Background: an optimization exercise with open tools, aiming at small area, a short achievable clock period and few clock cycles per item. Do not read the settings as production practice.
Only simulation tests tie the RTL to the original design; equivalence was not proved.

Setup of run A:
Design fft8_engine, start of the top module:
module fft8_engine (
  input  logic        clk,
  input  logic        rst,
  input  logic        cmd_valid,
  input  logic [1:0]  cmd_op,
  input  logic [3:0]  cmd_sel,
  input  logic [31:0] cmd_data,
  output logic        cmd_ready,
  output logic        busy,
  output logic        done,
  output logic [31:0] result,
  output logic        result_valid
);
  localparam logic [1:0] OP_LOAD   = 2'd0;
  localparam logic [1:0] OP_EXPORT = 2'd2;
  localparam logic [1:0] TW_0 = 2'd0;    
  localparam logic [1:0] TW_2 = 2'd1;    
  localparam logic [1:0] TW_1 = 2'd2;    
  localparam logic [1:0] TW_3 = 2'd3;    
  localparam int SB = 0;     
  localparam int SX = 1;     
  localparam int ST = 2;     
  logic [15:0] xr [8];
  logic [15:0] xi [8];
  logic        r_ready;
  logic        r_busy;
  logic        r_done;
  logic        r_rv;
  logic [15:0] r_result;
  logic [3:0]  r_nst;
  logic        r_lbv;
  logic [2:0]  r_lbi;
  logic [31:0] r_lbd;
  logic [7:0]  q_v;
  logic        q_ex [8];
  logic [3:0]  q_f  [8];
  logic        r_act;
  logic [1:0]  r_st;
  logic [2:0]  r_k;
  logic        r_inv;
  logic        r_last;      
  logic [7:0]  r_finr;      
  logic [7:0]  r_fini;      
  logic [7:0]  c_sa, c_sb, c_wr, c_wi;
  logic [2:0]  c_pr, c_pi;
  logic        c_sr, c_si, c_nr, c_ni;
  logic        c_ldx;       
  logic [16:0] r_u;
  logic [16:0] r_t;
  logic        r_z;
  function automatic logic par3(input logic [2:0] k);
    par3 = ^k;
  endfunction
  function automatic logic [2:0] lastk(input logic [1:0] s);
    lastk = (s == 2'd3) ? 3'd5 : 3'd3;
  endfunction
  function automatic logic [9:0] bfly(input logic [1:0] s, input logic [2:0] k);
    logic [2:0] t, b;
    logic [1:0] w;
    logic       er, ei;
    t = 3'd0; b = 3'd0; w = TW_0; er = 1'b1; ei = 1'b1;
    case (s)
      2'd1: begin t = {k[1:0], 1'b0}; b = {k[1:0], 1'b1}; end
      2'd2: case (k[1:0])
              2'd0: begin t = 3'd5; b = 3'd7; w = TW_2; end
              2'd1: begin t = 3'd0; b = 3'd2; end
              2'd2: begin t = 3'd1; b = 3'd3; w = TW_2; end
              default: begin t = 3'd4; b = 3'd6; end
            endcase
      default: case (k)
              3'd0: begin t = 3'd0; b = 3'd4; end
              3'd1: begin t = 3'd2; b = 3'd6; w = TW_2; end
              3'd2: begin t = 3'd1; b = 3'd5; w = TW_1; ei = 1'b0; end
  ...
export LEC_CHECK = 0
export CAP_MARGIN = 20
export CORE_MARGIN = 2
export CORE_UTILIZATION = 40
export SLEW_MARGIN = 20
create_clock -name core_clock -period 12.0 [get_ports {clk}]
standard.sh (not shown) runs the stock make flow with config.mk's settings and CLKGATE_MAP_FILE= SYNTH_SCRIPT=/design/flow/synth_recipe.tcl, a recipe that flattens the netlist after the stock synthesis.
==> flow/flow/run.sh <==
#!/bin/bash
# The standard ORFS layout, with its setup repair aimed below the clock period
# (repair_timing's -setup_margin), so that it also works on paths that already meet it.
set -euo pipefail
bash standard.sh SETUP_SLACK_MARGIN=8.5 finish > standard_flow.log 2>&1
Testbench counts of run A, summed over its fixed seeds: cycles 8,704, items 320.
Edits applied to the flow inputs when going from run A to run B:
- TNS_END_PERCENT now 0, previously not set
-- flow/flow/run.sh --
<<< run A, line 4
set -euo pipefail
bash standard.sh SETUP_SLACK_MARGIN=8.5 finish > standard_flow.log 2>&1
>>> run B, line 4
set -euo pipefail
bash standard.sh SETUP_SLACK_MARGIN=8 finish > standard_flow.log 2>&1
Results
- From run A to run B, synthesized cell count did not move at all.
- Re number of detailed-route iterations in the first pass: run B is 2 down on run A.
- The routed wire length of run B falls short of that of run A by 5700 µm.
- From run A to run B, cell area after synthesis did not move at all.
- Summary: with run A as the reference, sum of met3 wire segment lengths after detailed routing in run B moved down by a little under 10%.
- Slew at the pin with the worst max-slew slack (run B over run A): decrease, 100 ps
- | first-pass GRT wire length | run B vs run A | better |
The following lists how run C was set up differently from run B:
- CORE_UTILIZATION now 60, was 40
- PLACE_DENSITY now 0.75, previously not set
- TNS_END_PERCENT now 20, was 0
==> results.txt <==
Going from run B to run C, post-placement worst setup slack rose by 80 ps; met1 capacity usage during global routing rose by 14 points; slew at the pin closest to its max-slew limit rose by 130 ps. Required time of the critical path | run C above run B.
[inputs] run D vs run C
- removing PLACE_DENSITY (formerly 0.75)
- removing TNS_END_PERCENT (formerly 20)
- changing CORE_UTILIZATION from 60 to 40
- setting ABC_AREA to 1 for the first time
-- flow/flow/run.sh --
<<< run C, line 4
set -euo pipefail
bash standard.sh SETUP_SLACK_MARGIN=8 finish > standard_flow.log 2>&1
>>> run D, line 4
set -euo pipefail
bash standard.sh SETUP_SLACK_MARGIN=7 finish > standard_flow.log 2>&1
[summary]
- The proportion of synthesized area in mux cells in run D was lower than what run C gave.
- The routed wire length number comes out higher for run D vs run C.
- Of run D and run C, the run reporting the higher global-route wire length before repair was run D.
- [run D vs run C] first-pass iteration count of the detailed router: lower in run D
- The higher instance count of the mapped netlist came out of run D.

---

Starting RTL as in the previous note.
// fft8_engine
module fft8_engine (
  input  logic        clk,
  input  logic        rst,
  input  logic        cmd_valid,
  input  logic [1:0]  cmd_op,
  input  logic [3:0]  cmd_sel,
  input  logic [31:0] cmd_data,
  output logic        cmd_ready,
  output logic        busy,
  output logic        done,
  output logic [31:0] result,
  output logic        result_valid
);
==> flow/config.mk <==
export PLATFORM = sky130hd
export DESIGN_NAME = fft8_engine
export DESIGN_NICKNAME = fft8_engine
export VERILOG_FILES = /design/flow/design.v
export SDC_FILE = /design/flow/constraint.sdc
export NUM_CORES = 4
export LEC_CHECK = 0
export CAP_MARGIN = 20
export CORE_MARGIN = 2
export CORE_UTILIZATION = 40
export SLEW_MARGIN = 20
export TNS_END_PERCENT = 20
==> flow/constraint.sdc <==
create_clock -name core_clock -period 12.0 [get_ports {clk}]
set_input_delay 2.4000 -clock core_clock [delete_from_list [all_inputs] [get_ports {clk}]]
set_output_delay 2.4000 -clock core_clock [all_outputs]
set_load 0.01 [all_outputs]
==> flow/flow/run.sh <==
#!/bin/bash
# The standard ORFS layout, with its setup repair aimed below the clock period
# (repair_timing's -setup_margin), so that it also works on paths that already meet it.
set -euo pipefail
bash standard.sh SETUP_SLACK_MARGIN=8 finish > standard_flow.log 2>&1
Testbench counts at the start, summed over its fixed seeds: cycles 8,704, items 320.
Edit:
==> flow/flow/run.sh (replaced) <==
#!/bin/bash
# The standard ORFS layout, with its setup repair aimed below the clock period
# (repair_timing's -setup_margin), so that it also works on paths that already meet it.
set -euo pipefail
bash standard.sh SETUP_SLACK_MARGIN=9 finish > standard_flow.log 2>&1
- TNS_END_PERCENT: 20 -> 5
Register-to-register slack degrades by 0.07 ns. Area after synthesis stays the same. Non-clock buffer count went up by 16. Setup slack got worse by 0.071 ns. Sequential cell count does not change. Count of clock-buffer cells in the layout drops by 13. Critical path depth stays the same.
Edit:
==> flow/flow/run.sh (replaced) <==
#!/bin/bash
# The standard ORFS layout, with its setup repair aimed below the clock period
# (repair_timing's -setup_margin), so that it also works on paths that already meet it.
set -euo pipefail
bash standard.sh SETUP_SLACK_MARGIN=7.5 finish > standard_flow.log 2>&1
=> Routed wire length is lower by about 4%; core utilization fell by 2.5 points; synthesized cell count is unchanged; non-clock buffer count is lower by 87; first-iteration DRC count goes down by 2.3%; global-route usage fell by 0.87 points; die area stays the same; clock-buffer cell count grows by 3.
Edit:
==> flow/flow/run.sh (replaced) <==
#!/bin/bash
# The standard ORFS layout, with its setup repair aimed below the clock period
# (repair_timing's -setup_margin), so that it also works on paths that already meet it.
set -euo pipefail
bash standard.sh SETUP_SLACK_MARGIN=7 finish > standard_flow.log 2>&1
- TNS_END_PERCENT: 5 -> unset
=> The changed run finished clean; cell area falls by 0.81%; global-route usage stays flat; final cell count falls by 0.56%.

[static timing again, ports no longer ideal]
In the flow no input, the clock included, has a driving cell. The finished layouts below were timed again as built, in two steps.
Step 1 (the two cells are an assumption about what drives the block):
set clk [get_ports {clk}]
set_driving_cell -lib_cell sky130_fd_sc_hd__clkbuf_16 $clk
set_driving_cell -lib_cell sky130_fd_sc_hd__buf_2 [delete_from_list [all_inputs] $clk]
Step 2 also shifts input and output timing later by t, the mid clock arrival at the registers, as if the neighbouring blocks saw the same clock.
Three values: ideal, step 1, step 2; two values: the first two.
run | t (ns) | slack for setup (ns) | hold slack, ns | worst setup path after step 2 | worst register clock-pin slew, ns
run A | 0.672 | 7.605 / 7.605 / 7.605 | 0.545 / 0.545 / 0.545 | register to register | 0.07 / 0.07
run B | 0.677 | 7.471 / 7.471 / 6.927 | 0.548 / 0.548 / 0.548 | input to register | 0.07 / 0.07
run C | 0.678 | 7.574 / 7.574 / 7.198 | 0.532 / 0.532 / 0.532 | input to register | 0.07 / 0.07
run D | 0.675 | 7.151 / 7.151 / 6.576 | 0.507 / 0.507 / 0.507 | input to register | 0.06 / 0.06
the first run of note 2 | 0.679 | 7.616 / 7.616 / 7.113 | 0.542 / 0.542 / 0.542 | input to register | 0.06 / 0.06
the second run of note 2 | 0.685 | 7.545 / 7.545 / 7.084 | 0.530 / 0.530 / 0.530 | input to register | 0.06 / 0.06
the third run of note 2 | 0.677 | 7.441 / 7.441 / 6.853 | 0.527 / 0.527 / 0.527 | input to register | 0.06 / 0.06
the fourth run of note 2 | 0.685 | 7.161 / 7.161 / 6.711 | 0.528 / 0.528 / 0.528 | input to register | 0.06 / 0.06
After both steps every run listed still meets setup and hold. The setup slack of the third run of note 2, which loses most, moves by 0.000 ns with the drivers and by -0.588 ns with both steps.
